This design comes from an exercise in tuning for small area and a short achievable clock period on the open sky130 flow, not from production work. In this exercise RTL edits were held to simulation tests only and were not proved equivalent to the original. No activity file was given, so power comes from the tool's default toggle rates.

==> flow/design.v <==
`timescale 1ns/1ps
module core_pipe (
    input  logic                  clock,
    input  logic                  reset,
    input  logic [31:0]           inst,
    input  logic [64-1:0] pc,
    input  logic                  hold,
    output logic                  wb_write_enable,
    output logic [4:0]            wb_regnum,
    output logic [64-1:0] wb_data,
    output logic                  redirect,
    output logic [64-1:0] redirect_pc,
    output logic                  reserved_inst,
    output logic                  overflow
);
    localparam int XL = 64;
    typedef struct packed {
        logic       we;         
        logic       rsv;        
        logic       ovf_chk;    
        logic       sub;        
        logic       sel_sum;
        logic       sel_lui;
        logic       sel_and;
        logic       sel_or;
        logic       sel_xor;
        logic       sel_slt;
        logic       sel_sltu;
        logic       sel_lt;     
        logic       sel_oth;    
        logic       beq;
        logic       bne;
        logic       bc;
        logic       rdb;        
        logic [4:0] dest;
    } dec_t;
    logic            f_valid;
    dec_t            f_dec;
    logic [25:0]     f_off;           
    logic [XL-1:0]   f_pc;            
    logic [26:0]     f_tlo;           
    logic [XL-1:0]   oa0, oa1, ob0, ob1;
    logic [XL-1:0]   op_a, op_b;
    logic            fwd_as, fwd_a0, fwd_bs, fwd_b0;
    logic            f_sub_fwd;
    logic [XL-1:0]   d_sum;
    logic [XL-1:0]   d_oth;           
    logic            d_sel_sum;
    logic            d_sel_lt;
    logic            d_ovf_f;         
    logic [4:0]      d_rd;
    logic            d_we_nz;         
    logic            d_we_any;        
    logic            d_rsv, d_ovf, d_taken;
    logic [XL-1:0]   d_res;
    logic            d_wr;            
    logic [31:1]     d_row;           
    logic [XL-1:0]   w_res;
    logic [4:0]      w_rd;
    logic            w_we, w_rsv, w_ovf;
    logic [31:1][XL-1:0] rf;
    logic [31:1]     rf_valid;
    logic [XL-1:0]   lres;            
    logic [XL-1:0]   a, b;            
    logic            go;              
    logic            wr_nz;           
    always_comb begin
        d_res    = d_sel_sum ? d_sum : d_oth;
        d_res[0] = (d_sel_sum || d_sel_lt) ? d_sum[0] : d_oth[0];
    end
    assign d_wr  = d_we_nz && !d_ovf_f;
    dec_t          i_dec;
    logic [5:0]    i_op, i_fn;
    logic          i_sp;
    logic [XL-1:0] i_immval;
    logic [31:1]   sel_a, sel_b;
    logic          byp_a, byp_b;
    logic [XL-1:0] rf_a0, rf_a1, rf_b0, rf_b1;
    always_comb begin
        i_op = inst[31:26];
        i_fn = inst[5:0];
        i_sp = (i_op == 6'h00);
        i_dec.sel_sum  = (i_sp && (i_fn == 6'h2c || i_fn == 6'h2d || i_fn == 6'h2e || i_fn == 6'h2f)) ||
                         i_op == 6'h19;
        i_dec.sel_lui  = (i_op == 6'h0f);
        i_dec.sel_and  = (i_sp && i_fn == 6'h24) || i_op == 6'h0c;
        i_dec.sel_or   = (i_sp && i_fn == 6'h25) || i_op == 6'h0d;
        i_dec.sel_xor  = (i_sp && i_fn == 6'h26) || i_op == 6'h0e;
        i_dec.sel_slt  = (i_sp && i_fn == 6'h2a) || i_op == 6'h0a;
        i_dec.sel_sltu = (i_sp && i_fn == 6'h2b);
        i_dec.sel_lt   = i_dec.sel_slt || i_dec.sel_sltu;
        i_dec.sel_oth  = i_dec.sel_and || i_dec.sel_or || i_dec.sel_xor || i_dec.sel_lui;
        i_dec.beq      = (i_op == 6'h04);
        i_dec.bne      = (i_op == 6'h05);
        i_dec.bc       = (i_op == 6'h32);
        i_dec.we       = i_dec.sel_sum || i_dec.sel_lui || i_dec.sel_and || i_dec.sel_or || i_dec.sel_xor ||
                         i_dec.sel_slt || i_dec.sel_sltu;
        i_dec.rsv      = !(i_dec.we || i_dec.beq || i_dec.bne || i_dec.bc) && (inst != 32'h0);
        i_dec.ovf_chk  = i_sp && (i_fn == 6'h2c || i_fn == 6'h2e);
        i_dec.sub      = (i_sp && (i_fn == 6'h2e || i_fn == 6'h2f || i_fn == 6'h2a || i_fn == 6'h2b)) ||
                         i_op == 6'h0a || i_op == 6'h04 || i_op == 6'h05;
        i_dec.rdb      = i_sp || i_op == 6'h04 || i_op == 6'h05;
        i_dec.dest     = i_sp ? inst[15:11] : inst[20:16];
    end
    assign i_immval = (inst[31:26] == 6'h0f) ? {{(XL-32){inst[15]}}, inst[15:0], 16'h0000}
                    : (inst[31:26] == 6'h19 || inst[31:26] == 6'h0a) ? {{(XL-16){inst[15]}}, inst[15:0]}
                    : {{(XL-16){1'b0}}, inst[15:0]};
    assign byp_a = d_wr && (d_rd == inst[25:21]);
    assign byp_b = d_wr && (d_rd == inst[20:16]);
    always_comb begin
        for (int i = 1; i < 32; i++) begin
            sel_a[i] = (inst[25:21] == 5'(i)) && rf_valid[i];
            sel_b[i] = (inst[20:16] == 5'(i)) && rf_valid[i];
        end
    end
    always_comb begin
        rf_a0 = '0;
        rf_b0 = '0;
        rf_a1 = '0;
        rf_b1 = '0;
        for (int i = 1; i < 16; i++) begin
            rf_a0 = rf_a0 | (rf[i] & {XL{sel_a[i]}});
            rf_b0 = rf_b0 | (rf[i] & {XL{sel_b[i]}});
        end
        for (int i = 16; i < 32; i++) begin
            rf_a1 = rf_a1 | (rf[i] & {XL{sel_a[i]}});
            rf_b1 = rf_b1 | (rf[i] & {XL{sel_b[i]}});
        end
    end
    logic          fo_a, fo_b;
    assign fo_a = go && wr_nz && (f_dec.sel_oth || f_dec.sel_lt) && (f_dec.dest == inst[25:21]);
    assign fo_b = go && wr_nz && (f_dec.sel_oth || f_dec.sel_lt) && (f_dec.dest == inst[20:16]);
    logic          ra, rb;
    logic [XL-1:0] early_a, early_b;
    assign ra = !hold && !fo_a && !byp_a;
    assign rb = !hold && !fo_b && !byp_b && i_dec.rdb;
    assign early_a = ({XL{hold}} & a)
                   | ({XL{!hold && fo_a}} & lres)
                   | ({XL{!hold && !fo_a && byp_a}} & d_res);
    assign early_b = ({XL{hold}} & b)
                   | ({XL{!hold && i_dec.rdb && fo_b}} & (lres ^ {XL{i_dec.sub}}))
                   | ({XL{!hold && i_dec.rdb && !fo_b && byp_b}} & (d_res ^ {XL{i_dec.sub}}))
                   | ({XL{!hold && !i_dec.rdb}} & (i_immval ^ {XL{i_dec.sub}}));
    logic [XL-1:0] sum;
    logic          cout;
    logic          ovf_raw, eq, slt_s;
    logic [XL-1:0] br_off;            
    logic          sa_s, sa_0, sb_s, sb_0;
    logic [XL-1:0] d_sum_b;           
    assign op_a = oa0 | oa1;
    assign op_b = ob0 | ob1;
    assign sa_s = fwd_as && !d_ovf_f;
    assign sa_0 = fwd_a0 && !d_ovf_f;
    assign sb_s = fwd_bs && !d_ovf_f;
    assign sb_0 = fwd_b0 && !d_ovf_f;
    assign d_sum_b = d_sum ^ {XL{f_sub_fwd}};
    always_comb begin
        a    = sa_s ? d_sum : op_a;
        a[0] = sa_0 ? d_sum[0] : op_a[0];
        b    = sb_s ? d_sum_b : op_b;
        b[0] = sb_0 ? d_sum_b[0] : op_b[0];
    end
    logic [XL-1:0] g0, p0, x0;
    logic [XL+1:0] sum_x;
    assign g0 = a & b;
    assign p0 = a | b;
    assign x0 = a ^ b;
    assign sum_x = {1'b0, a, 1'b1} + {1'b0, b, f_dec.sub};
    assign sum  = sum_x[XL:1];
    assign cout = sum_x[XL+1];
    assign ovf_raw = (a[XL-1] == b[XL-1]) && (sum[XL-1] != a[XL-1]);
    assign slt_s   = (a[XL-1] == b[XL-1]) ? a[XL-1] : sum[XL-1];
    assign eq      = &x0;             
    logic          tg_sgn, tg_inc, tg_dec;
    logic [XL-1:28] tg_hi, pc_ones, pc_zeros;
    assign tg_sgn = f_dec.bc ? f_off[25] : f_off[15];
    assign tg_inc = f_tlo[26] && !tg_sgn;
    assign tg_dec = !f_tlo[26] && tg_sgn;
    logic [XL-1:28] po [7];
    logic [XL-1:28] pz [7];
    always_comb begin
        po[0][28] = 1'b1;
        pz[0][28] = 1'b1;
        for (int i = 29; i < XL; i++) begin
            po[0][i] = f_pc[i-1];
            pz[0][i] = !f_pc[i-1];
        end
        for (int l = 1; l < 7; l++) begin
            for (int i = 28; i < XL; i++) begin
                if (i - 28 >= (1 << (l - 1))) begin
                    po[l][i] = po[l-1][i] && po[l-1][i - (1 << (l - 1))];
                    pz[l][i] = pz[l-1][i] && pz[l-1][i - (1 << (l - 1))];
                end else begin
                    po[l][i] = po[l-1][i];
                    pz[l][i] = pz[l-1][i];
                end
            end
        end
        pc_ones  = po[6];
        pc_zeros = pz[6];
        tg_hi = f_pc[XL-1:28] ^ (({(XL-28){tg_inc}} & pc_ones) | ({(XL-28){tg_dec}} & pc_zeros));
    end
    assign br_off = {tg_hi, f_tlo[25:0], f_pc[1:0]};    
    assign lres = ({XL{f_dec.sel_and}} & g0)
               | ({XL{f_dec.sel_or}}  & p0)
               | ({XL{f_dec.sel_xor}} & x0)
               | ({XL{f_dec.sel_lui}} & b);
    assign go    = f_valid && !hold && !redirect;
    assign wr_nz = f_dec.we && (f_dec.dest != 5'd0);
    always_ff @(posedge clock, posedge reset) begin
        if (reset) begin
            f_valid <= 1'b0;
        end else if (redirect) begin
            f_valid <= 1'b0;
        end else if (!hold) begin
            f_valid <= 1'b1;
        end
    end
    always_ff @(posedge clock) begin
        if (!hold) begin
            f_dec <= i_dec;
            f_off <= inst[25:0];
            f_pc  <= pc;
            f_tlo <= {1'b0, pc[27:2]}
                   + {1'b0, (inst[31:26] == 6'h32) ? inst[25:0] : {{10{inst[15]}}, inst[15:0]}};
        end
        oa0    <= early_a | ({XL{ra}} & rf_a0);    
        oa1    <= {XL{ra}} & rf_a1;
        ob0    <= early_b | ({XL{rb && !inst[20]}} & (rf_b0 ^ {XL{i_dec.sub}}));
        ob1    <= {XL{rb && inst[20]}} & (rf_b1 ^ {XL{i_dec.sub}});
        fwd_as <= go && wr_nz && f_dec.sel_sum && (f_dec.dest == inst[25:21]);
        fwd_a0 <= go && wr_nz && (f_dec.sel_sum || f_dec.sel_lt) && (f_dec.dest == inst[25:21]);
        fwd_bs <= go && wr_nz && f_dec.sel_sum && (f_dec.dest == inst[20:16]) && i_dec.rdb;
        fwd_b0 <= go && wr_nz && (f_dec.sel_sum || f_dec.sel_lt) && (f_dec.dest == inst[20:16]) && i_dec.rdb;
        f_sub_fwd <= i_dec.sub;
    end
    always_ff @(posedge clock, posedge reset) begin
        if (reset) begin
            d_we_any <= 1'b0;
            d_we_nz  <= 1'b0;
            d_rsv    <= 1'b0;
            d_ovf    <= 1'b0;
            d_taken  <= 1'b0;
        end else begin
            d_we_any <= go && f_dec.we;
            d_we_nz  <= go && wr_nz;
            d_rsv    <= go && f_dec.rsv;
            d_ovf    <= go && f_dec.ovf_chk && ovf_raw;
            d_taken  <= go && (f_dec.bc || (f_dec.beq && eq) || (f_dec.bne && !eq));
        end
    end
    always_ff @(posedge clock) begin
        d_sum     <= sum;                
        d_oth     <= lres | ({XL{f_dec.beq || f_dec.bne || f_dec.bc}} & br_off);
        d_sel_sum <= f_dec.sel_sum;
        d_sum[0]  <= f_dec.sel_slt ? slt_s : f_dec.sel_sltu ? !cout : sum[0];
        d_sel_lt  <= f_dec.sel_lt;
        d_ovf_f   <= go && f_dec.ovf_chk && ovf_raw;
        d_rd      <= f_dec.dest;
        for (int i = 1; i < 32; i++) d_row[i] <= (f_dec.dest == 5'(i));
    end
    always_ff @(posedge clock, posedge reset) begin
        if (reset) begin
            w_we  <= 1'b0;
            w_rsv <= 1'b0;
            w_ovf <= 1'b0;
        end else begin
            w_we  <= d_we_any && !d_ovf;
            w_rsv <= d_rsv;
            w_ovf <= d_ovf;
        end
    end
    always_ff @(posedge clock) begin
        w_res <= d_res;
        w_rd  <= d_rd;
    end
    always_ff @(posedge clock, posedge reset) begin
        if (reset) begin
            rf_valid <= '0;
        end else begin
            for (int i = 1; i < 32; i++) begin
                if (d_wr && d_row[i]) rf_valid[i] <= 1'b1;
            end
        end
    end
    always_ff @(posedge clock) begin
        for (int i = 1; i < 32; i++) begin
            if (d_wr && d_row[i]) rf[i] <= d_res;
        end
    end
    assign wb_write_enable = w_we;
    assign wb_regnum       = w_rd;
    assign wb_data         = w_res;
    assign reserved_inst   = w_rsv;
    assign overflow        = w_ovf;
    assign redirect        = d_taken;
    assign redirect_pc     = d_oth;
endmodule
==> flow/flow/run.sh <==
#!/bin/bash
# The standard layout (standard.sh) with the standard synthesis, and these changes:
# - the clock tree uses clkbuf_8, sink clusters of up to 12 within 60 um, and no dummy loads;
# - the port buffers are buf_4 (the repair resizes them where timing needs it).
# Each step's output goes to a log here; ORFS's own logs stay under orfs/logs.
set -euo pipefail
bash standard.sh synth > synth.log 2>&1
bash standard.sh SETUP_SLACK_MARGIN=7.6 \
  "CTS_ARGS=-sink_clustering_enable -repair_clock_nets -dont_use_dummy_load -buf_list sky130_fd_sc_hd__clkbuf_8 -sink_clustering_size 12 -sink_clustering_max_diameter 60" \
  "BUFFER_PORTS_ARGS=-buffer_cell sky130_fd_sc_hd__buf_4" \
  finish > layout.log 2>&1
==> flow/standard.sh <==
#!/bin/bash
# synth_recipe.tcl (not shown) runs the flow's synth.tcl, then flattens the netlist and writes it again
# the make line also repeats each setting of config.mk as NAME=value (left out here)
make -C /OpenROAD-flow-scripts/flow DESIGN_CONFIG=/design/flow/config.mk WORK_HOME=/design/flow/orfs CLKGATE_MAP_FILE= SYNTH_SCRIPT=/design/flow/synth_recipe.tcl "${@:-finish}"
==> flow/config.mk <==
export PLATFORM = sky130hd
export DESIGN_NAME = core_pipe
export DESIGN_NICKNAME = core_pipe
export VERILOG_FILES = /design/flow/design.v
export SDC_FILE = /design/flow/constraint.sdc
export NUM_CORES = 8
export LEC_CHECK = 0
export CAP_MARGIN = 20
export CORE_MARGIN = 2
export CORE_UTILIZATION = 45
export SLEW_MARGIN = 20
export TNS_END_PERCENT = 100
==> flow/constraint.sdc <==
create_clock -name core_clock -period 11.5 [get_ports {clock}]
set_input_delay 2.3000 -clock core_clock [delete_from_list [all_inputs] [get_ports {clock}]]
set_output_delay 2.3000 -clock core_clock [all_outputs]
set_load 0.01 [all_outputs]
==> results.sh, run 1 <==
export IMPL_maximum_number_of_pins_on_one_net_before_global_route_repair=88
export IMPL_syn_area_per_cell_um2=13.1
export IMPL_netlist_top_cell_by_area="sky130_fd_sc_hd__edfxtp_1"
export IMPL_vias=97602
export IMPL_synth_commonest_cells="2,072 x sky130_fd_sc_hd__edfxtp_1, 778 x sky130_fd_sc_hd__a22oi_1, 625 x sky130_fd_sc_hd__a221oi_1"
export IMPL_most_instantiated_flip_flop_cell_in_the_synthesis_netlist="sky130_fd_sc_hd__edfxtp_1"
export IMPL_minimum_hold_slack_ps=363
export IMPL_stdcell_area_mm2=0.132
export IMPL_synth_seq_area_share=0.646
export IMPL_drive_gt1_frac=0.219
export IMPL_max_stage_delay_ps=510
export IMPL_pwr_density_cell_mw_per_mm2=152
export IMPL_status="finished clean"
export IMPL_totalNegativeSetupSlack_ps=0
export IMPL_critical_path_n_buffers_inverters=1
export IMPL_clk_insertion_delay_late_ps=1110
export IMPL_netlist_cell_type_count=82
export IMPL_finClkSkew_ps=97.8
export IMPL_netlist_area_leader_share=0.549
export IMPL_synth_warnings=3
export IMPL_netlist_area_mm2=0.113
export IMPL_ys_seq_elements=2609
export IMPL_drcViolationCount=0
export IMPL_met1_length_um=186000
export IMPL_max_slew_worst_pin_slew_ps=1230
export IMPL_highest_metal_layer_with_signal_wires="met5"
export IMPL_detailedRoute_firstPassIterationCount=14
export IMPL_die_area_mm2=0.256
export IMPL_nNetsFinal=9327
export IMPL_critical_path_peak_fanout=1
export IMPL_gp_congestion=1.02
export IMPL_core_area_mm2=0.251
export IMPL_startpoint_type="register"
export IMPL_post_synth_main_area_contributors="sky130_fd_sc_hd__edfxtp_1 55%, sky130_fd_sc_hd__dfxtp_1 8.8%, sky130_fd_sc_hd__a22oi_1 5.2%"
export IMPL_avgViaCountPerCell=7.82
export IMPL_globalRouteTotalUtil=0.433
export IMPL_muxShareOfSynthArea=0.00782
export IMPL_synthMostInstantiatedCell="sky130_fd_sc_hd__edfxtp_1"
export IMPL_reg2reg_slack_ps=7490
export IMPL_synth_edff_count=2072
export IMPL_placementRows=184
export IMPL_min_period_ps=4070
export IMPL_drt_iter0_markers=23408
export IMPL_synth_async_sr_flop_share=0.0153
export IMPL_portBuffers=235
export IMPL_cp_cell_sequence="buf_6"
export IMPL_synth_fa_ha_area_frac=0.0176
export IMPL_grt_pass1_vias=89996
export IMPL_combinational_family_with_the_most_area_after_synthesis="compound AO/OA/AOI/OAI gates"
export IMPL_avgRoutedWirePerCell_um=46.4
export IMPL_cts_made_buffers=279
export IMPL_worstPathArrival_ps=1770
export IMPL_floorplan_die_height_um=506
export IMPL_ant_nets=0
export IMPL_met3_wirelength_um=104000
export IMPL_worst_setup_path_end_kind="output pin"
export IMPL_ctsHtreeMaxLevel=5
export IMPL_cts_reportedPaths_clkPinSlew_ps=80
export IMPL_critical_path_class="reg2out"
export IMPL_globalRouteOverflowTotal=0
export IMPL_cts_num_sinks=2609
export IMPL_wirelength_routed_um=579000
export IMPL_finalCritPeriodShare=0.354
export IMPL_antenna_found_initial=77
export IMPL_floorplan_io_pins=236
export IMPL_ir_drop_v=0.000150
export IMPL_report_final_hold_viol_count=0
export IMPL_synth_fp_nets=8934
export IMPL_min_delay_path_class="reg2reg"
export IMPL_timing_final_setup_violations=0
export IMPL_die_w_um=506
export IMPL_synthesis_instances=8677
export IMPL_timing_final_max_slew_violations=0
export IMPL_areaGrowthSynthToFinish_pct=16.2
export IMPL_final_core_util=0.525
export IMPL_tritoncts="done"
export IMPL_grt_pass1_wl_um=765000
export IMPL_initial_utilization=0.452
export IMPL_p_leak_nw=42.8
export IMPL_clk_path_buf_depth=4
export IMPL_cts_root_buf="sky130_fd_sc_hd__clkbuf_8"
export IMPL_synth_compound_area_share=0.205
export IMPL_n_fill_cell=20921
export IMPL_met2_routed_wl_um=232000
export IMPL_drv_max_cap_violation_count=0
export IMPL_synthXorXnorAreaFrac=0.0239
export IMPL_place_detailed_hpwl_um=300000
export IMPL_fmaxAchievable_ghz=0.246
export IMPL_synth_simple_gate_area_frac=0.0707
export IMPL_rsz0062_at_grt="yes"
export IMPL_worstPathRequired_ps=9200
export IMPL_placement_cell_area_mm2=0.120
export IMPL_maxSlewHeadroom=0.179
export IMPL_cp_top_family="flip-flops"
export IMPL_timing_critical_path_slowest_stage_cell="sky130_fd_sc_hd__dfxtp_4"
[through the flow]
step / std cells / setup WS, ps / power, mW
after CTS: 12298 / 7490 / 19.6
after detailed placement: 11726 / 5440 / 14.0
after floorplan: 8677 / 6540 / 12.6
after global placement: 11722 / 5210 / 14.0
after global routing: 12431 / 7400 / 20.3
final: 12474 / 7430 / 20.0
[repair_timing]
action | CTS | global route
endpoints found under the setup margin | 434 | 303
gates cloned | 70 | 4
buffers inserted | 223 | 106
resized for setup | 753 | 186
hold buffers | 0 | 0
pin swaps | 137 | 107
[kinds of logic (layout without fill, tap and decap cells)]
kind of cell | Yosys count | after routing
multiplexers | 82 | 82
AO/OA/AOI/OAI | 3022 | 3022
other | 0 | 58
flip-flops | 2609 | 2609
AND/OR/NAND/NOR | 1615 | 1665
adder cells (fa/ha/maj) | 158 | 158
XOR/XNOR | 309 | 309
buffers and inverters | 882 | 1223
[cell type report]
| cell class | instances | area [um2] | share of cell area |
|---|---|---|---|
| Antenna cell | 58 | 145 | 0.00110 |
| Timing Repair Buffer | 763 | 7900 | 0.0600 |
| Inverter | 180 | 708 | 0.00538 |
| Tap cell | 3348 | 4190 | 0.0318 |
| Multi-Input combinational cell | 5236 | 41400 | 0.314 |
| Sequential cell | 2609 | 73500 | 0.558 |
| Clock buffer | 279 | 3840 | 0.0292 |
| Timing Repair inverter | 1 | 8.76 | 0.0000665 |
[layer usage]
metal  up-vias  GRT usage
li1      35983          -
met1     47448      0.514
met2     11013      0.602
met3      3118      0.211
met4        40      0.330
met5         -    0.00130
[where the power goes]
part	switching, mW	leakage (nW)	total [mW]	internal (mW)
clock	3.25	2.01	5.42	2.17
combinational	2.18	17.4	3.15	0.971
sequential	0.480	23.5	11.4	10.9
[worst paths after layout]
kind / to / depth (start not counted) / start
setup / recovery: wb_data[41] / 1 / w_res[41]
hold / removal: w_rsv / 0 / d_rsv
setup reg to reg: d_ovf_f / 19 / d_ovf_f
hold reg to reg: w_rsv / 0 / d_rsv
max in group asynchronous: rf_valid[27] / 2 / reset
min in group asynchronous: w_ovf / 2 / reset
[registers in the layout, indices dropped and copies added, names as in the netlist, 2 cells and up]
register,flops
f_pc,38
ob0,64
w_rd,5
oa0,64
rf_valid,31
f_tlo,27
rf,1984
f_off,2
ob1,64
w_res,64
d_rd,5
d_sum,64
oa1,64
d_row,31
f_dec,21
d_oth,64
[placed cells by master (no fill, tap or decap), types with 41 or more instances in the layout]
cell,n
sky130_fd_sc_hd__nor3_1,71
sky130_fd_sc_hd__a221oi_1,415
sky130_fd_sc_hd__and3_1,121
sky130_fd_sc_hd__ha_1,88
sky130_fd_sc_hd__a222oi_1,159
sky130_fd_sc_hd__buf_6,148
sky130_fd_sc_hd__o221ai_1,43
sky130_fd_sc_hd__diode_2,58
sky130_fd_sc_hd__a21oi_2,71
sky130_fd_sc_hd__buf_4,487
sky130_fd_sc_hd__xnor2_1,241
sky130_fd_sc_hd__and3_4,69
sky130_fd_sc_hd__buf_12,51
sky130_fd_sc_hd__mux2_2,51
sky130_fd_sc_hd__and3_2,41
sky130_fd_sc_hd__clkbuf_8,279
sky130_fd_sc_hd__a31oi_1,62
sky130_fd_sc_hd__ha_4,44
sky130_fd_sc_hd__nand3_1,155
sky130_fd_sc_hd__a221oi_2,209
sky130_fd_sc_hd__nor2_1,416
sky130_fd_sc_hd__nand2_1,319
sky130_fd_sc_hd__o21ai_0,235
sky130_fd_sc_hd__xor2_1,58
sky130_fd_sc_hd__inv_1,161
sky130_fd_sc_hd__dfxtp_1,391
sky130_fd_sc_hd__a21oi_1,169
sky130_fd_sc_hd__a22oi_1,766
sky130_fd_sc_hd__a22o_1,514
sky130_fd_sc_hd__nand4_1,189
sky130_fd_sc_hd__edfxtp_1,2072
sky130_fd_sc_hd__dfxtp_4,84
sky130_fd_sc_hd__a21o_1,71
==> run 2, diff against run 1 <==
--- a/flow/flow/run.sh
+++ b/flow/flow/run.sh
@@ -6,5 +6,5 @@
 set -euo pipefail
 bash standard.sh synth > synth.log 2>&1
-bash standard.sh SETUP_SLACK_MARGIN=7.6 \
+bash standard.sh SETUP_SLACK_MARGIN=7.8 \
   "CTS_ARGS=-sink_clustering_enable -repair_clock_nets -dont_use_dummy_load -buf_list sky130_fd_sc_hd__clkbuf_8 -sink_clustering_size 12 -sink_clustering_max_diameter 60" \
   "BUFFER_PORTS_ARGS=-buffer_cell sky130_fd_sc_hd__buf_4" \
==> run 2 against run 1 <==
  * Largest cell class unchanged
  * Via count rose by 2.2%
  * Die area unchanged
  * Utilization rose by 1.6 points
  * Still clean
==> results.sh, run 2 <==
export IMPL_status="finished clean"
export IMPL_synth_warnings=3
export IMPL_critical_path_peak_fanout=6
export IMPL_drt_iter0_markers=22906
export IMPL_ctsHtreeMaxLevel=5
export IMPL_timing_final_max_slew_violations=0
export IMPL_cts_root_buf="sky130_fd_sc_hd__clkbuf_8"
export IMPL_worstPathArrival_ps=5080
export IMPL_syn_area_per_cell_um2=13.1
export IMPL_reg2reg_depth=16
export IMPL_synth_commonest_cells="2,072 x sky130_fd_sc_hd__edfxtp_1, 778 x sky130_fd_sc_hd__a22oi_1, 625 x sky130_fd_sc_hd__a221oi_1"
export IMPL_max_stage_delay_ps=650
export IMPL_die_area_mm2=0.256
export IMPL_clk_insertion_delay_late_ps=1090
export IMPL_registers_top_by_ff_count="rf"
export IMPL_max_slew_worst_pin_slew_ps=1380
export IMPL_fmaxAchievable_ghz=0.245
export IMPL_cp_cell_sequence="nor2_1 -> o21ai_0 -> ha_4 -> buf_4 -> a21oi_1 -> o21ai_1 -> a21oi_1 -> o31a_1 -> o221ai_4 -> o21ai_4 -> o211ai_1 -> buf_4 -> a31oi_4 -> buf_12 -> xnor2_4 -> and4b_1"
export IMPL_postCtsHoldBufs=0
export IMPL_synth_seq_area_share=0.646
export IMPL_most_instantiated_flip_flop_cell_in_the_synthesis_netlist="sky130_fd_sc_hd__edfxtp_1"
export IMPL_initial_utilization=0.452
export IMPL_placementRows=184
export IMPL_cts_reportedPaths_clkPinSlew_ps=80
export IMPL_avgRoutedWirePerCell_um=47.2
export IMPL_ys_seq_elements=2609
export IMPL_grt_pass1_wl_um=755000
export IMPL_nNetsFinal=9548
export IMPL_met3_layer_usage_reported_by_global_route=0.205
export IMPL_reg2reg_to="d_ovf"
export IMPL_critical_path_class="reg2reg"
export IMPL_floorplan_die_height_um=506
export IMPL_p_leak_nw=44.6
export IMPL_netlist_area_leader_share=0.549
export IMPL_totalNegativeSetupSlack_ps=0
export IMPL_max_reg_flops=1984
export IMPL_report_final_hold_viol_count=0
export IMPL_top_usage_layer="met2"
export IMPL_synth_async_sr_flop_share=0.0153
export IMPL_min_period_ps=4080
export IMPL_startpoint_type="register"
export IMPL_ant_nets=0
export IMPL_synthMostInstantiatedCell="sky130_fd_sc_hd__edfxtp_1"
export IMPL_holdPathStages=0
export IMPL_vias=99796
export IMPL_globalRouteOverflowTotal=0
export IMPL_non_filler_instance_count_after_layout=12692
export IMPL_detailedRoute_firstPassIterationCount=17
export IMPL_placement_cell_area_mm2=0.120
export IMPL_finalCritPeriodShare=0.355
export IMPL_drive_gt1_frac=0.251
export IMPL_cp_top_family="compound AO/OA/AOI/OAI gates"
export IMPL_clk_path_buf_depth=4
export IMPL_grt_pass1_vias=90753
export IMPL_antenna_found_initial=60
export IMPL_design_power_total_mw=20.1
export IMPL_worstPathRequired_ps=12500
export IMPL_finClkSkew_ps=77.9
export IMPL_portBuffers=235
export IMPL_timing_critical_path_slowest_stage_cell="sky130_fd_sc_hd__dfxtp_1"
export IMPL_drcViolationCount=0
export IMPL_gp_congestion=1.01
export IMPL_worst_setup_path_end_kind="register"
export IMPL_worstHoldStart="d_rsv"
export IMPL_leading_cell_type_in_the_layout_fill_and_taps_excluded="sky130_fd_sc_hd__edfxtp_1"
export IMPL_maximum_number_of_pins_on_one_net_before_global_route_repair=85
export IMPL_cts_num_sinks=2609
export IMPL_critical_path_n_buffers_inverters=3
export IMPL_rsz0062_at_grt="yes"
export IMPL_tritoncts="done"
export IMPL_netlist_top_cell_by_area="sky130_fd_sc_hd__edfxtp_1"
export IMPL_netlist_cell_type_count=82
export IMPL_post_synth_main_area_contributors="sky130_fd_sc_hd__edfxtp_1 55%, sky130_fd_sc_hd__dfxtp_1 8.8%, sky130_fd_sc_hd__a22oi_1 5.2%"
export IMPL_timing_rr_start="oa1[28]"
export IMPL_grt_use_met2=0.601
export IMPL_cts_made_buffers=282
export IMPL_die_w_um=506
export IMPL_synth_edff_count=2072
export IMPL_areaGrowthSynthToFinish_pct=19.7
export IMPL_core_area_mm2=0.251
export IMPL_synthesis_instances=8677
export IMPL_avgViaCountPerCell=7.86
export IMPL_pwr_density_cell_mw_per_mm2=148
export IMPL_reg2reg_slack_ps=7420
export IMPL_maxSlewHeadroom=0.0820
export IMPL_final_core_util=0.540
export IMPL_most_common_layout_cells="2,072 x sky130_fd_sc_hd__edfxtp_1, 765 x sky130_fd_sc_hd__a22oi_1, 562 x sky130_fd_sc_hd__buf_4"
export IMPL_drv_max_cap_violation_count=0
export IMPL_wirelength_routed_um=599000
export IMPL_synth_fp_nets=8934
export IMPL_place_detailed_hpwl_um=293000
export IMPL_dpl_cell_count=11716
export IMPL_min_to="w_rsv"
export IMPL_netlist_area_mm2=0.113
export IMPL_min_delay_path_class="reg2reg"
export IMPL_globalRouteTotalUtil=0.426
export IMPL_ir_drop_v=0.000142
export IMPL_stdcell_area_mm2=0.136
export IMPL_floorplan_io_pins=236
export IMPL_timing_final_setup_violations=0
export IMPL_grt_use_met1=0.505
## run 2: cell counts after synthesis
No cell type changed its count.
## run 2: power breakdown
part           total, mW  internal [mW]  switching (mW)
Clock               5.44           2.19            3.25
Combinational       3.26           1.04            2.22
Sequential          11.4           10.9           0.473
## run 2: how the worst max path moves through the flow
stage | from | to | cells past startpoint
after floorplan | inst[27] | f_tlo[24] | 15
after global placement | inst[19] | ob0[18] | 12
after detailed placement | inst[19] | ob0[7] | 11
after CTS | inst[21] | oa0[62] | 10
after global routing | d_ovf_f | d_ovf_f | 18
final | oa1[28] | d_ovf | 16
## run 2: metal layers
metal | vias to the layer above | part of all wire
met1 | 48339 | 0.31
met4 | 50 | 0.10
met5 | - | 0.0017
li1 | 36446 | -
met2 | 11490 | 0.39
met3 | 3471 | 0.19
## run 2: timing repair
item,in CTS,in global routing
pin swaps,170,153
cloned,59,47
resized for setup,980,314
setup endpoints to repair,492,499
setup buffers,337,190
## run 2: per-stage QoR
step | worst slack [ps] | hold WS, ps
2_1_floorplan | 6540 | 331
6_report | 7420 | 371
5_1_grt | 7430 | 381
4_1_cts | 7410 | 368
3_3_place_gp | 5460 | 336
3_5_place_dp | 5460 | 352
## run 2: layout make-up
cell class | count | area [um2]
sequential | 2609 | 73500
antenna | 55 | 138
timing repair buffer | 972 | 11200
multi-input combinational | 5243 | 42000
timing repair inverter | 3 | 25.0
clock buffer | 282 | 3880
fill | 20548 | 115000
inverter | 180 | 722
tap | 3348 | 4190
## run 2: cell families (layout without fill, tap and decap cells)
kind of cell / count (synthesis) / in the layout / synth area share
AOI/OAI and AO/OA: 3022 / 3022 / 0.205
xor gates and xnor gates: 309 / 309 / 0.0239
adders and majority gates: 158 / 158 / 0.0176
buffers and inverters: 882 / 1437 / 0.0292
DFF: 2609 / 2609 / 0.646
muxes: 82 / 82 / 0.00782
other: 0 / 55 / 0
and+or+nand+nor: 1615 / 1672 / 0.0707
## run 2: worst register-to-register path: cells and delay by family, from the launching register on
| family | cells | cell delay [ps] |
|---|---|---|
| AOI/OAI and AO/OA | 9 | 2020 |
| xor gates and xnor gates | 1 | 150 |
| DFF | 1 | 650 |
| and+or+nand+nor | 2 | 360 |
| adders and majority gates | 1 | 320 |
| buffers and inverters | 3 | 510 |
==> run 3, diff against run 2 <==
--- a/flow/flow/run.sh
+++ b/flow/flow/run.sh
@@ -6,5 +6,5 @@
 set -euo pipefail
 bash standard.sh synth > synth.log 2>&1
-bash standard.sh SETUP_SLACK_MARGIN=7.8 \
+bash standard.sh SETUP_SLACK_MARGIN=7.6 \
   "CTS_ARGS=-sink_clustering_enable -repair_clock_nets -dont_use_dummy_load -buf_list sky130_fd_sc_hd__clkbuf_8 -sink_clustering_size 12 -sink_clustering_max_diameter 60" \
   "BUFFER_PORTS_ARGS=-buffer_cell sky130_fd_sc_hd__buf_4" \
--- a/flow/config.mk
+++ b/flow/config.mk
@@ -8,5 +8,5 @@
 export CAP_MARGIN = 20
 export CORE_MARGIN = 2
-export CORE_UTILIZATION = 45
+export CORE_UTILIZATION = 50
 export SLEW_MARGIN = 20
 export TNS_END_PERCENT = 100
==> run 3 against run 2 <==
  * Design area is 3.0% lower
  * Synthesized cell count unchanged
  * Hold slack worse by 16 ps
  * Maximum frequency down 1.7%
  * Via count fell by 3.8%
  * Wire length fell by 6.0%
  * Sequential power about the same
  * Total power decreased by 1.7%
==> results.sh, run 3 <==
export IMPL_status="finished clean"
export IMPL_synth_edff_count=2072
export IMPL_timing_final_setup_violations=0
export IMPL_cts_num_sinks=2609
export IMPL_timing_final_max_slew_violations=0
export IMPL_share_clk_of_total_power=0.274
export IMPL_startpoint_type="input pin"
export IMPL_cts_reportedPaths_clkPinSlew_ps=80
export IMPL_worstHoldStart="d_rsv"
export IMPL_stdcell_area_mm2=0.132
export IMPL_tritoncts="done"
export IMPL_clk_path_buf_depth=4
export IMPL_max_stage_delay_ps=670
export IMPL_core_area_mm2=0.225
export IMPL_holdPathStages=0
export IMPL_pre_cts_ws_ps=5240
export IMPL_p_leak_nw=43.1
export IMPL_registers_top_by_ff_count="rf"
export IMPL_pwr_density_cell_mw_per_mm2=150
export IMPL_max_reg_flops=1984
export IMPL_reg2reg_depth=19
export IMPL_reg2reg_slack_ps=7420
export IMPL_drive_gt1_frac=0.221
export IMPL_antenna_found_initial=43
export IMPL_die_w_um=480
export IMPL_drv_max_cap_violation_count=0
export IMPL_ant_nets=0
export IMPL_die_area_mm2=0.230
export IMPL_initial_utilization=0.503
export IMPL_critical_path_class="in2reg"
export IMPL_synth_fp_nets=8934
export IMPL_multiInputGateArea_mm2=0.0412
export IMPL_ir_drop_v=0.000107
export IMPL_globalRouteOverflowTotal=0
export IMPL_n_fill_cell=17851
export IMPL_timing_rr_start="d_ovf_f"
export IMPL_synthesis_instances=8677
export IMPL_totalNegativeSetupSlack_ps=0
export IMPL_drt_iter0_markers=20783
export IMPL_cts_made_buffers=282
export IMPL_cp_cell_sequence="buf_4 -> nor2_2 -> and3_4 -> buf_8 -> a22o_1 -> a221oi_1 -> and3_1 -> a31oi_1"
export IMPL_most_common_layout_cells="2,072 x sky130_fd_sc_hd__edfxtp_1, 766 x sky130_fd_sc_hd__a22oi_1, 515 x sky130_fd_sc_hd__buf_4"
export IMPL_vias=96028
export IMPL_placement_cell_area_mm2=0.120
export IMPL_floorplan_io_pins=236
export IMPL_dpl_cell_count=11390
export IMPL_power_sequential_fraction=0.573
export IMPL_syn_area_per_cell_um2=13.1
export IMPL_comb_power_share=0.153
export IMPL_clk_insertion_delay_late_ps=1120
export IMPL_globalRouteTotalUtil=0.462
export IMPL_final_core_util=0.584
export IMPL_worstPathArrival_ps=5120
export IMPL_maxSlewHeadroom=0.117
export IMPL_portBuffers=235
export IMPL_ys_seq_elements=2609
export IMPL_finalCritPeriodShare=0.361
export IMPL_postCtsHoldBufs=0
export IMPL_drcViolationCount=0
export IMPL_synth_warnings=3
export IMPL_netlist_area_mm2=0.113
export IMPL_min_to="w_rsv"
export IMPL_synthMostInstantiatedCell="sky130_fd_sc_hd__edfxtp_1"
export IMPL_rsz0062_at_grt="yes"
export IMPL_maximum_number_of_pins_on_one_net_before_global_route_repair=65
export IMPL_grt_pass1_vias=88611
export IMPL_avgViaCountPerCell=7.92
export IMPL_non_filler_instance_count_after_layout=12128
export IMPL_netSwitchingFraction=0.289
export IMPL_p_sw_mw=5.71
export IMPL_synth_async_sr_flop_share=0.0153
export IMPL_worstPathRequired_ps=12480
export IMPL_place_detailed_hpwl_um=300000
export IMPL_gp_congestion=1.03
export IMPL_worst_setup_path_end_kind="register"
export IMPL_most_instantiated_flip_flop_cell_in_the_synthesis_netlist="sky130_fd_sc_hd__edfxtp_1"
export IMPL_areaGrowthSynthToFinish_pct=16.1
export IMPL_netlist_top_cell_by_area="sky130_fd_sc_hd__edfxtp_1"
export IMPL_reg2reg_to="d_ovf_f"
export IMPL_min_period_ps=4150
export IMPL_max_slew_worst_pin_slew_ps=1320
export IMPL_leading_cell_type_in_the_layout_fill_and_taps_excluded="sky130_fd_sc_hd__edfxtp_1"
export IMPL_setup_slack_ps=7350
export IMPL_floorplan_die_height_um=480
export IMPL_placementRows=174
export IMPL_cts_root_buf="sky130_fd_sc_hd__clkbuf_8"
export IMPL_report_final_hold_viol_count=0
export IMPL_netlist_cell_type_count=82
export IMPL_min_delay_path_class="reg2reg"
export IMPL_ctsHtreeMaxLevel=5
export IMPL_internal_power_consumption_mw=14.1
export IMPL_critical_path_peak_fanout=41
export IMPL_synth_seq_area_share=0.646
export IMPL_register_area_mm2=0.0734
export IMPL_grt_pass1_wl_um=734000
export IMPL_nNetsFinal=9353
export IMPL_fmaxAchievable_ghz=0.241
export IMPL_timing_critical_path_slowest_stage_cell="sky130_fd_sc_hd__and3_4"
export IMPL_netlist_area_leader_share=0.549
export IMPL_synth_commonest_cells="2,072 x sky130_fd_sc_hd__edfxtp_1, 778 x sky130_fd_sc_hd__a22oi_1, 625 x sky130_fd_sc_hd__a221oi_1"
export IMPL_avgRoutedWirePerCell_um=46.5
export IMPL_wirelength_routed_um=563000
export IMPL_detailedRoute_firstPassIterationCount=13
export IMPL_post_synth_main_area_contributors="sky130_fd_sc_hd__edfxtp_1 55%, sky130_fd_sc_hd__dfxtp_1 8.8%, sky130_fd_sc_hd__a22oi_1 5.2%"
export IMPL_finClkSkew_ps=124
## run 3: cell counts after synthesis
No cell type changed its count.
## run 3: kinds of logic (layout without fill, tap and decap cells)
family,after synthesis,count (layout),synth area share
xor gates and xnor gates,309,309,0.0239
other,0,42,0
and+or+nand+nor,1615,1651,0.0707
buffers and inverters,882,1263,0.0292
adders and majority gates,158,158,0.0176
DFF,2609,2609,0.646
AOI/OAI and AO/OA,3022,3022,0.205
muxes,82,82,0.00782
## run 3: repair_timing
item                       4_1_cts  5_1_grt
buffers inserted               198      137
gates cloned                    43       28
gates resized for setup        631      334
setup endpoints to repair      431      260
pin swaps                      104      110
## run 3: how the worst max path moves through the flow
stage / from / endpoint / slack [ps]
2_1_floorplan: inst[27] / f_tlo[24] / 6540
3_5_place_dp: d_ovf_f / d_sum[0] / 5240
5_1_grt: d_ovf_f / d_ovf_f / 7370
4_1_cts: d_ovf_f / d_ovf_f / 7370
3_3_place_gp: d_ovf_f / d_sum[0] / 4660
6_report: inst[22] / oa1[60] / 7350
## run 3: metal layers
layer | wire length, um | track usage
met1 | 186000 | 0.570
met2 | 229000 | 0.659
met3 | 94100 | 0.196
met4 | 52900 | 0.315
met5 | 493 | 0
## run 3: critical path, delay by kind of cell
family | cells | cell delay, ps
and+or+nand+nor | 3 | 1480
buffers and inverters | 2 | 720
AOI/OAI and AO/OA | 3 | 590
## run 3: layout make-up
cell class                 count  area share
tap                         2992      0.0285
inverter                     180     0.00547
clock buffer                 282      0.0295
multi-input combinational   5222       0.314
sequential                  2609       0.558
timing repair inverter         2    0.000133
antenna                       42    0.000799
timing repair buffer         799      0.0636
## run 3: power by group through the flow
stage	registers, mW	clock network [mW]	logic, mW
6_report	11.3	5.41	3.03
3_5_place_dp	11.4	0	2.48
2_1_floorplan	11.3	0	1.35
5_1_grt	11.3	5.72	3.10
3_3_place_gp	11.5	0	2.44
4_1_cts	11.3	5.38	2.73
## run 3: metrics by stage
| stage | power, mW | hold WS [ps] |
|---|---|---|
| after detailed placement | 13.9 | 341 |
| after global placement | 13.9 | 341 |
| final | 19.8 | 355 |
| after floorplan | 12.6 | 331 |
| after global routing | 20.2 | 372 |
| after CTS | 19.4 | 358 |
==> run 4, diff against run 3 <==
--- a/flow/flow/run.sh
+++ b/flow/flow/run.sh
@@ -6,5 +6,5 @@
 set -euo pipefail
 bash standard.sh synth > synth.log 2>&1
-bash standard.sh SETUP_SLACK_MARGIN=7.6 \
+bash standard.sh SETUP_SLACK_MARGIN=7.45 \
   "CTS_ARGS=-sink_clustering_enable -repair_clock_nets -dont_use_dummy_load -buf_list sky130_fd_sc_hd__clkbuf_8 -sink_clustering_size 12 -sink_clustering_max_diameter 60" \
   "BUFFER_PORTS_ARGS=-buffer_cell sky130_fd_sc_hd__buf_4" \
--- a/flow/config.mk
+++ b/flow/config.mk
@@ -8,5 +8,5 @@
 export CAP_MARGIN = 20
 export CORE_MARGIN = 2
-export CORE_UTILIZATION = 50
+export CORE_UTILIZATION = 55
 export SLEW_MARGIN = 20
 export TNS_END_PERCENT = 100
==> run 4 against run 3 <==
  * First-iteration DRC count increased by 5.3%
  * Utilization increased by 4.0 points
  * Design area decreased by 2.8%
  * Hold slack improved by 27 ps
  * Die area decreased by 9.0%
  * Clock power about the same
  * Wire length increased by 0.21%
  * Combinational power decreased by 6%
  * Global-route usage increased by 3.7 points
  * Cell count decreased by 3.6%
  * Via count increased by 0.59%
  * Clock-buffer cell count decreased by 3
  * Still clean on timing, DRC and antenna
==> results.sh, run 4 <==
export IMPL_reg2reg_depth=3
export IMPL_grt_pass1_wl_um=722000
export IMPL_met3_layer_usage_reported_by_global_route=0.219
export IMPL_avgViaCountPerCell=8.26
export IMPL_timing_final_max_slew_violations=0
export IMPL_wirelength_routed_um=565000
export IMPL_clk_insertion_delay_late_ps=1090
export IMPL_reg2reg_slack_ps=7390
export IMPL_grt_use_met1=0.612
export IMPL_maxSlewHeadroom=0.107
export IMPL_startpoint_type="input pin"
export IMPL_nNetsFinal=9217
export IMPL_worstPathRequired_ps=12440
export IMPL_source_of_the_critical_timing_path="inst[25]"
export IMPL_grt_use_met2=0.701
export IMPL_vias=96591
export IMPL_cts_made_buffers=279
export IMPL_netlist_area_mm2=0.113
export IMPL_timing_critical_path_to="oa1[60]"
export IMPL_timing_final_setup_violations=0
export IMPL_max_slew_worst_pin_slew_ps=1340
export IMPL_core_area_mm2=0.205
export IMPL_avgRoutedWirePerCell_um=48.3
export IMPL_ctsHtreeMaxLevel=5
export IMPL_drive_gt1_frac=0.181
export IMPL_syn_area_per_cell_um2=13.1
export IMPL_die_area_mm2=0.210
export IMPL_worst_setup_path_end_kind="register"
export IMPL_detailedRoute_firstPassIterationCount=15
export IMPL_max_reg_flops=1984
export IMPL_globalRouteOverflowTotal=0
export IMPL_synthesis_instances=8677
export IMPL_register_area_mm2=0.0732
export IMPL_synth_seq_area_share=0.646
export IMPL_maximum_number_of_pins_on_one_net_before_global_route_repair=72
export IMPL_design_power_total_mw=19.6
export IMPL_finalCritPeriodShare=0.370
export IMPL_n_fill_cell=15555
export IMPL_clk_path_buf_depth=4
export IMPL_registers_top_by_ff_count="rf"
export IMPL_ir_drop_v=0.000132
export IMPL_setup_slack_ps=7240
export IMPL_grt_pass1_vias=87829
export IMPL_multiInputGateArea_mm2=0.0401
export IMPL_fmaxAchievable_ghz=0.235
export IMPL_floorplan_io_pins=236
export IMPL_minimum_hold_slack_ps=382
export IMPL_timing_rr_start="d_sel_sum"
export IMPL_min_delay_path_class="reg2reg"
export IMPL_pre_cts_ws_ps=4930
export IMPL_p_leak_nw=41.9
export IMPL_die_w_um=458
export IMPL_synth_warnings=3
export IMPL_synthMostInstantiatedCell="sky130_fd_sc_hd__edfxtp_1"
export IMPL_critical_path_peak_fanout=46
export IMPL_ys_seq_elements=2609
export IMPL_totalNegativeSetupSlack_ps=0
export IMPL_postCtsHoldBufs=0
export IMPL_report_final_hold_viol_count=0
export IMPL_most_common_layout_cells="2,072 x sky130_fd_sc_hd__edfxtp_1, 767 x sky130_fd_sc_hd__a22oi_1, 514 x sky130_fd_sc_hd__a22o_1"
export IMPL_pwr_density_cell_mw_per_mm2=153
export IMPL_initial_utilization=0.553
export IMPL_worstPathArrival_ps=5190
export IMPL_netlist_area_leader_share=0.549
export IMPL_antenna_found_initial=63
export IMPL_cts_num_sinks=2609
export IMPL_floorplan_die_height_um=458
export IMPL_netlist_top_cell_by_area="sky130_fd_sc_hd__edfxtp_1"
export IMPL_drv_max_cap_violation_count=0
export IMPL_cts_reportedPaths_clkPinSlew_ps=80
export IMPL_reg2reg_to="rf[1825]"
export IMPL_areaGrowthSynthToFinish_pct=12.8
export IMPL_netlist_cell_type_count=82
export IMPL_tritoncts="done"
export IMPL_most_instantiated_flip_flop_cell_in_the_synthesis_netlist="sky130_fd_sc_hd__edfxtp_1"
export IMPL_synth_edff_count=2072
export IMPL_cts_root_buf="sky130_fd_sc_hd__clkbuf_8"
export IMPL_finClkSkew_ps=98.0
export IMPL_drt_iter0_markers=21890
export IMPL_synth_async_sr_flop_share=0.0153
export IMPL_portBuffers=235
export IMPL_rsz0062_at_grt="yes"
export IMPL_ant_nets=0
export IMPL_gp_congestion=1.01
export IMPL_critical_path_class="in2reg"
export IMPL_placementRows=166
export IMPL_post_synth_main_area_contributors="sky130_fd_sc_hd__edfxtp_1 55%, sky130_fd_sc_hd__dfxtp_1 8.8%, sky130_fd_sc_hd__a22oi_1 5.2%"
export IMPL_globalRouteTotalUtil=0.500
export IMPL_final_core_util=0.624
export IMPL_leading_cell_type_in_the_layout_fill_and_taps_excluded="sky130_fd_sc_hd__edfxtp_1"
export IMPL_drcViolationCount=0
export IMPL_min_period_ps=4260
export IMPL_synth_commonest_cells="2,072 x sky130_fd_sc_hd__edfxtp_1, 778 x sky130_fd_sc_hd__a22oi_1, 625 x sky130_fd_sc_hd__a221oi_1"
export IMPL_place_detailed_hpwl_um=299000
export IMPL_top_usage_layer="met2"
export IMPL_synth_fp_nets=8934
export IMPL_status="finished clean"
## run 4: area by class of cell
cell class	instances	area share
antenna	45	0.000881
clock buffer	279	0.0300
inverter	180	0.00555
multi-input combinational	5234	0.314
sequential	2609	0.573
tap	2688	0.0263
timing repair buffer	655	0.0507
timing repair inverter	1	0.0000685
## run 4: report_power, final
group | leakage [nW] | total, mW | switching (mW) | internal [mW]
registers | 23.4 | 11.3 | 0.440 | 10.9
clock network | 2.01 | 5.38 | 3.21 | 2.17
logic | 16.5 | 2.85 | 2.03 | 0.822
total | 41.9 | 19.6 | 5.68 | 13.9
## run 4: worst min-delay path by stage
stage / endpoint / cells after the start / from / slack (ps)
3_5_place_dp: w_rsv / 0 / d_rsv / 360
6_report: w_rd[3] / 0 / d_rd[3] / 380
2_1_floorplan: w_rsv / 0 / d_rsv / 330
4_1_cts: w_rsv / 0 / d_rsv / 380
3_3_place_gp: w_rsv / 0 / d_rsv / 360
5_1_grt: w_rsv / 0 / d_rsv / 390
## run 4: cell families (layout without fill, tap and decap cells)
| kind of cell | Yosys count | count (layout) | synth area share |
|---|---|---|---|
| compound gates | 3022 | 3022 | 0.205 |
| mux | 82 | 82 | 0.00782 |
| simple gates | 1615 | 1663 | 0.0707 |
| flops | 2609 | 2609 | 0.646 |
| other cells | 0 | 45 | 0 |
| buf+inv | 882 | 1115 | 0.0292 |
| fa+ha+maj | 158 | 158 | 0.0176 |
| xor+xnor | 309 | 309 | 0.0239 |
## run 4: critical path, cell delays in order
cell	delay (ps)
sky130_fd_sc_hd__buf_4	290
sky130_fd_sc_hd__and3_2	550
sky130_fd_sc_hd__and3_4	590
sky130_fd_sc_hd__buf_6	690
sky130_fd_sc_hd__a22o_1	250
sky130_fd_sc_hd__a221oi_1	40
sky130_fd_sc_hd__and3_1	200
sky130_fd_sc_hd__a31oi_1	190
## run 4: stage by stage
stage,area (um2),instances
3_5_place_dp,119000,11068
4_1_cts,125000,11487
5_1_grt,128000,11654
6_report,128000,11691
2_1_floorplan,116000,8677
3_3_place_gp,119000,11066
## run 4: per-layer routing
layer  part of all wire  up-vias
met3               0.18     2953
met1               0.32    47129
li1                   -    35733
met5            0.00066        -
met4              0.099       32
met2               0.40    10744
## run 4: repair_timing
action / 4_1_cts / 5_1_grt
gates resized for setup: 325 / 251
pin swaps: 66 / 86
setup buffers: 109 / 117
cloned: 31 / 36
endpoints found under the setup margin: 355 / 240
==> run 5, diff against run 4 <==
--- a/flow/design.v
+++ b/flow/design.v
@@ -41,6 +41,7 @@
     logic [26:0]     f_tlo;           
     logic [XL-1:0]   oa0, oa1, ob0, ob1;
+    logic            va, vb;          
     logic [XL-1:0]   op_a, op_b;
-    logic            fwd_as, fwd_a0, fwd_bs, fwd_b0;
+    logic            sa_s, sa_0, sb_s, sb_0;
     logic            f_sub_fwd;
     logic [XL-1:0]   d_sum;
@@ -65,4 +66,5 @@
     logic            go;              
     logic            wr_nz;           
+    logic            f_ovf;           
     always_comb begin
         d_res    = d_sel_sum ? d_sum : d_oth;
@@ -110,6 +112,6 @@
     always_comb begin
         for (int i = 1; i < 32; i++) begin
-            sel_a[i] = (inst[25:21] == 5'(i)) && rf_valid[i];
-            sel_b[i] = (inst[20:16] == 5'(i)) && rf_valid[i];
+            sel_a[i] = (inst[25:21] == 5'(i));
+            sel_b[i] = (inst[20:16] == 5'(i));
         end
     end
@@ -146,12 +148,7 @@
     logic          ovf_raw, eq, slt_s;
     logic [XL-1:0] br_off;            
-    logic          sa_s, sa_0, sb_s, sb_0;
     logic [XL-1:0] d_sum_b;           
-    assign op_a = oa0 | oa1;
-    assign op_b = ob0 | ob1;
-    assign sa_s = fwd_as && !d_ovf_f;
-    assign sa_0 = fwd_a0 && !d_ovf_f;
-    assign sb_s = fwd_bs && !d_ovf_f;
-    assign sb_0 = fwd_b0 && !d_ovf_f;
+    assign op_a = {XL{va}} & (oa0 | oa1);
+    assign op_b = vb ? (ob0 | ob1) : {XL{f_sub_fwd}};
     assign d_sum_b = d_sum ^ {XL{f_sub_fwd}};
     always_comb begin
@@ -207,4 +204,5 @@
                | ({XL{f_dec.sel_lui}} & b);
     assign go    = f_valid && !hold && !redirect;
+    assign f_ovf = f_dec.ovf_chk && ovf_raw;
     assign wr_nz = f_dec.we && (f_dec.dest != 5'd0);
     always_ff @(posedge clock, posedge reset) begin
@@ -229,9 +227,12 @@
         ob0    <= early_b | ({XL{rb && !inst[20]}} & (rf_b0 ^ {XL{i_dec.sub}}));
         ob1    <= {XL{rb && inst[20]}} & (rf_b1 ^ {XL{i_dec.sub}});
-        fwd_as <= go && wr_nz && f_dec.sel_sum && (f_dec.dest == inst[25:21]);
-        fwd_a0 <= go && wr_nz && (f_dec.sel_sum || f_dec.sel_lt) && (f_dec.dest == inst[25:21]);
-        fwd_bs <= go && wr_nz && f_dec.sel_sum && (f_dec.dest == inst[20:16]) && i_dec.rdb;
-        fwd_b0 <= go && wr_nz && (f_dec.sel_sum || f_dec.sel_lt) && (f_dec.dest == inst[20:16]) && i_dec.rdb;
+        sa_s <= go && wr_nz && f_dec.sel_sum && (f_dec.dest == inst[25:21]) && !f_ovf;
+        sa_0 <= go && wr_nz && (f_dec.sel_sum || f_dec.sel_lt) && (f_dec.dest == inst[25:21]) && !f_ovf;
+        sb_s <= go && wr_nz && f_dec.sel_sum && (f_dec.dest == inst[20:16]) && i_dec.rdb && !f_ovf;
+        sb_0 <= go && wr_nz && (f_dec.sel_sum || f_dec.sel_lt) && (f_dec.dest == inst[20:16]) && i_dec.rdb
+                && !f_ovf;
         f_sub_fwd <= i_dec.sub;
+        va <= hold || !ra || (|(sel_a & rf_valid));
+        vb <= hold || !rb || (|(sel_b & rf_valid));
     end
     always_ff @(posedge clock, posedge reset) begin
@@ -246,5 +247,5 @@
             d_we_nz  <= go && wr_nz;
             d_rsv    <= go && f_dec.rsv;
-            d_ovf    <= go && f_dec.ovf_chk && ovf_raw;
+            d_ovf    <= go && f_ovf;
             d_taken  <= go && (f_dec.bc || (f_dec.beq && eq) || (f_dec.bne && !eq));
         end
@@ -256,5 +257,5 @@
         d_sum[0]  <= f_dec.sel_slt ? slt_s : f_dec.sel_sltu ? !cout : sum[0];
         d_sel_lt  <= f_dec.sel_lt;
-        d_ovf_f   <= go && f_dec.ovf_chk && ovf_raw;
+        d_ovf_f   <= go && f_ovf;
         d_rd      <= f_dec.dest;
         for (int i = 1; i < 32; i++) d_row[i] <= (f_dec.dest == 5'(i));
--- a/flow/flow/run.sh
+++ b/flow/flow/run.sh
@@ -6,5 +6,5 @@
 set -euo pipefail
 bash standard.sh synth > synth.log 2>&1
-bash standard.sh SETUP_SLACK_MARGIN=7.45 \
+bash standard.sh SETUP_SLACK_MARGIN=7.6 \
   "CTS_ARGS=-sink_clustering_enable -repair_clock_nets -dont_use_dummy_load -buf_list sky130_fd_sc_hd__clkbuf_8 -sink_clustering_size 12 -sink_clustering_max_diameter 60" \
   "BUFFER_PORTS_ARGS=-buffer_cell sky130_fd_sc_hd__buf_4" \
--- a/flow/config.mk
+++ b/flow/config.mk
@@ -8,5 +8,5 @@
 export CAP_MARGIN = 20
 export CORE_MARGIN = 2
-export CORE_UTILIZATION = 55
+export CORE_UTILIZATION = 45
 export SLEW_MARGIN = 20
 export TNS_END_PERCENT = 100
==> run 5 against run 4 <==
  * Maximum frequency rose by 4.7%
  * Cell count rose by 6.1%
  * Register-to-register slack improved by 60 ps
  * Sequential share of layout area fell by 0.90 points
  * Critical path type unchanged
  * Largest power group unchanged
==> results.sh, run 5 <==
export IMPL_status="finished clean"
export IMPL_p_sw_mw=5.91
export IMPL_worstPathArrival_ps=5000
export IMPL_cts_num_sinks=2611
export IMPL_most_instantiated_flip_flop_cell_in_the_synthesis_netlist="sky130_fd_sc_hd__edfxtp_1"
export IMPL_antenna_found_initial=35
export IMPL_timing_critical_path_slowest_stage_cell="sky130_fd_sc_hd__nand4_1"
export IMPL_drv_max_cap_violation_count=0
export IMPL_areaGrowthSynthToFinish_pct=14.3
export IMPL_ctsHtreeMaxLevel=5
export IMPL_fmaxAchievable_ghz=0.246
export IMPL_detailedRoute_firstPassIterationCount=14
export IMPL_initial_utilization=0.453
export IMPL_synth_fp_nets=9046
export IMPL_startpoint_type="input pin"
export IMPL_globalRouteOverflowTotal=0
export IMPL_synth_seq_area_share=0.641
export IMPL_clk_insertion_delay_late_ps=1130
export IMPL_registers_top_by_ff_count="rf"
export IMPL_comb_power_share=0.161
export IMPL_timing_final_max_slew_violations=0
export IMPL_min_period_ps=4060
export IMPL_synth_warnings=3
export IMPL_worstPathRequired_ps=12430
export IMPL_cp_top_family="simple AND/OR/NAND/NOR gates"
export IMPL_rsz0062_at_grt="yes"
export IMPL_syn_area_per_cell_um2=13.0
export IMPL_clk_path_buf_depth=4
export IMPL_vias=96279
export IMPL_drive_gt1_frac=0.188
export IMPL_share_clk_of_total_power=0.268
export IMPL_drt_iter0_markers=20801
export IMPL_synthesis_instances=8789
export IMPL_report_final_hold_viol_count=0
export IMPL_grt_pass1_wl_um=725000
export IMPL_avgRoutedWirePerCell_um=44.0
export IMPL_crit_path_frequent_cell="sky130_fd_sc_hd__buf_4"
export IMPL_core_area_mm2=0.252
export IMPL_netSwitchingFraction=0.293
export IMPL_p_leak_nw=42.2
export IMPL_max_stage_delay_ps=520
export IMPL_die_w_um=508
export IMPL_n_fill_cell=20958
export IMPL_critical_path_n_buffers_inverters=4
export IMPL_floorplan_io_pins=236
export IMPL_tritoncts="done"
export IMPL_most_common_layout_cells="2,072 x sky130_fd_sc_hd__edfxtp_1, 699 x sky130_fd_sc_hd__a22oi_1, 591 x sky130_fd_sc_hd__a221oi_1"
export IMPL_min_delay_path_class="reg2reg"
export IMPL_grt_pass1_vias=89389
export IMPL_synthMostInstantiatedCell="sky130_fd_sc_hd__edfxtp_1"
export IMPL_netlist_area_mm2=0.114
export IMPL_timing_final_setup_violations=0
export IMPL_postCtsHoldBufs=0
export IMPL_netlist_cell_type_count=85
export IMPL_die_area_mm2=0.258
export IMPL_multiInputGateArea_mm2=0.0410
export IMPL_place_detailed_hpwl_um=294000
export IMPL_cts_made_buffers=281
export IMPL_avgViaCountPerCell=7.77
export IMPL_cts_reportedPaths_clkPinSlew_ps=80
export IMPL_post_synth_main_area_contributors="sky130_fd_sc_hd__edfxtp_1 54%, sky130_fd_sc_hd__dfxtp_1 8.7%, sky130_fd_sc_hd__a221oi_1 5.2%"
export IMPL_ant_nets=0
export IMPL_internal_power_consumption_mw=14.3
export IMPL_nNetsFinal=9278
export IMPL_worst_setup_path_end_kind="register"
export IMPL_register_area_mm2=0.0736
export IMPL_ys_seq_elements=2611
export IMPL_finalCritPeriodShare=0.353
export IMPL_netlist_area_leader_share=0.545
export IMPL_critical_path_peak_fanout=65
export IMPL_cts_root_buf="sky130_fd_sc_hd__clkbuf_8"
export IMPL_minimum_hold_slack_ps=397
export IMPL_maximum_number_of_pins_on_one_net_before_global_route_repair=79
export IMPL_ir_drop_v=0.000120
export IMPL_synth_edff_count=2072
export IMPL_gp_congestion=1.02
export IMPL_leading_cell_type_in_the_layout_fill_and_taps_excluded="sky130_fd_sc_hd__edfxtp_1"
export IMPL_finClkSkew_ps=93.6
export IMPL_pwr_density_cell_mw_per_mm2=155
export IMPL_portBuffers=235
export IMPL_power_sequential_fraction=0.571
export IMPL_synth_async_sr_flop_share=0.0153
export IMPL_totalNegativeSetupSlack_ps=0
export IMPL_wirelength_routed_um=545000
export IMPL_placementRows=184
export IMPL_synth_commonest_cells="2,072 x sky130_fd_sc_hd__edfxtp_1, 700 x sky130_fd_sc_hd__a22oi_1, 681 x sky130_fd_sc_hd__a221oi_1"
export IMPL_floorplan_die_height_um=508
export IMPL_maxSlewHeadroom=0.165
export IMPL_cp_cell_sequence="buf_4 -> nand3b_1 -> buf_4 -> buf_4 -> nor2_4 -> buf_12 -> a22o_1 -> a221oi_1 -> nand4_1 -> xnor2_2 -> nor2_1"
export IMPL_drcViolationCount=0
export IMPL_max_reg_flops=1984
export IMPL_netlist_top_cell_by_area="sky130_fd_sc_hd__edfxtp_1"
export IMPL_globalRouteTotalUtil=0.404
export IMPL_critical_path_class="in2reg"
export IMPL_max_slew_worst_pin_slew_ps=1250
[run 5: layout make-up]
class                   count  share of cell area
diodes                     32            0.000614
clock buffers             281              0.0296
inverters                 236             0.00705
multi-input cells        5229               0.314
flip-flops and latches   2611               0.564
well taps                3348              0.0321
repair buffers            661              0.0526
repair inverters            1           0.0000671
[run 5: final timing paths]
kind / start / endpoint / slack [ps] / cells after the start
worst max register to register: sb_s / d_taken / 7450 / 13
worst min-delay path: f_tlo[16] / d_oth[18] / 400 / 1
min in group asynchronous: reset / w_ovf / 1330 / 2
worst max-delay path: inst[17] / ob1[5] / 7440 / 11
worst min register to register: f_tlo[16] / d_oth[18] / 400 / 1
max in group asynchronous: reset / rf_valid[2] / 9460 / 2
[run 5: worst register-to-register path: cells and delay by family (launching register included)]
kind	cells	cell delay, ps
compound gates	3	280
fa+ha+maj	1	480
buf+inv	3	440
flops	1	390
mux	1	370
simple gates	5	1990
[run 5: stage by stage]
stage,setup WS (ps),instance area (um2),std cells,power (mW),util
final,7440,131000,12399,20.2,0.518
after global placement,4920,121000,11841,14.3,0.479
after floorplan,6850,116000,8789,12.9,-
after CTS,7430,128000,12278,19.9,0.509
after detailed placement,4830,121000,11843,14.4,0.479
after global routing,7430,130000,12370,20.6,0.518
[run 5: per-layer routing]
layer | track usage | part of all wire | vias to the layer above | wire length (um)
met1 | 0.512 | 0.34 | 47147 | 186000
met2 | 0.565 | 0.41 | 10495 | 221000
li1 | - | - | 36142 | -
met3 | 0.186 | 0.18 | 2462 | 99300
met4 | 0.233 | 0.069 | 33 | 37900
met5 | 0.00167 | 0.00096 | - | 522
[run 5: cells by family (layout without fill, tap and decap cells)]
| group | Yosys count | count (layout) | synth area share |
|---|---|---|---|
| compound gates | 3209 | 3209 | 0.217 |
| xor+xnor | 238 | 238 | 0.0183 |
| fa+ha+maj | 158 | 158 | 0.0174 |
| buf+inv | 963 | 1179 | 0.0327 |
| flops | 2611 | 2611 | 0.641 |
| mux | 82 | 82 | 0.00784 |
| other cells | 0 | 32 | 0 |
| simple gates | 1528 | 1542 | 0.0657 |
[run 5: power groups by stage]
stage	clock, mW	combinational [mW]	sequential, mW
floorplan	0	1.46	11.4
global placement	0	2.66	11.7
detailed placement	0	2.71	11.7
CTS	5.40	2.97	11.5
global route	5.75	3.34	11.5
finish	5.42	3.25	11.5
[run 5: what timing repair did]
item | in CTS | in global routing
endpoints found under the setup margin | 470 | 308
cloned | 18 | 9
pin swaps | 63 | 84
resized for setup | 678 | 257
setup buffers | 136 | 73

## what the ideal ports hide
The flow's constraints put no driver on any port. The routed layouts listed below were extracted and timed again, unchanged, in two steps. Step 1 sets driving cells, clkbuf_16 on the clock port and buf_2 on the other inputs (assumed; they add their load-dependent delay and slew). Step 2, shift: input delay + t, output delay - t, t = (earliest + latest rising clock arrival at the registers) / 2. This alone moves slack from input paths to output paths. a / b / c = no drivers / after step 1 / after step 2; a / b = the first two.
run	t (ns)	setup slack, ns	hold WS [ns]	worst setup path at the end	latest minus earliest clock arrival (ns)
run 1	1.160	7.434 / 7.335 / 6.361	0.363 / 0.363 / 0.363	input to register	0.100 / 0.100
run 2	1.159	7.423 / 7.421 / 6.489	0.371 / 0.371 / 0.371	input to register	0.093 / 0.092
run 3	1.163	7.353 / 7.424 / 6.265	0.355 / 0.355 / 0.355	input to register	0.126 / 0.126
run 4	1.147	7.245 / 7.316 / 6.169	0.382 / 0.382 / 0.382	input to register	0.102 / 0.102
run 5	1.180	7.436 / 7.400 / 6.323	0.397 / 0.397 / 0.397	input to register	0.096 / 0.096
After both steps setup and hold are still met in every run listed. For run 5, which loses most, drivers alone change the setup slack by -0.036 ns; drivers and shift together by -1.113 ns.
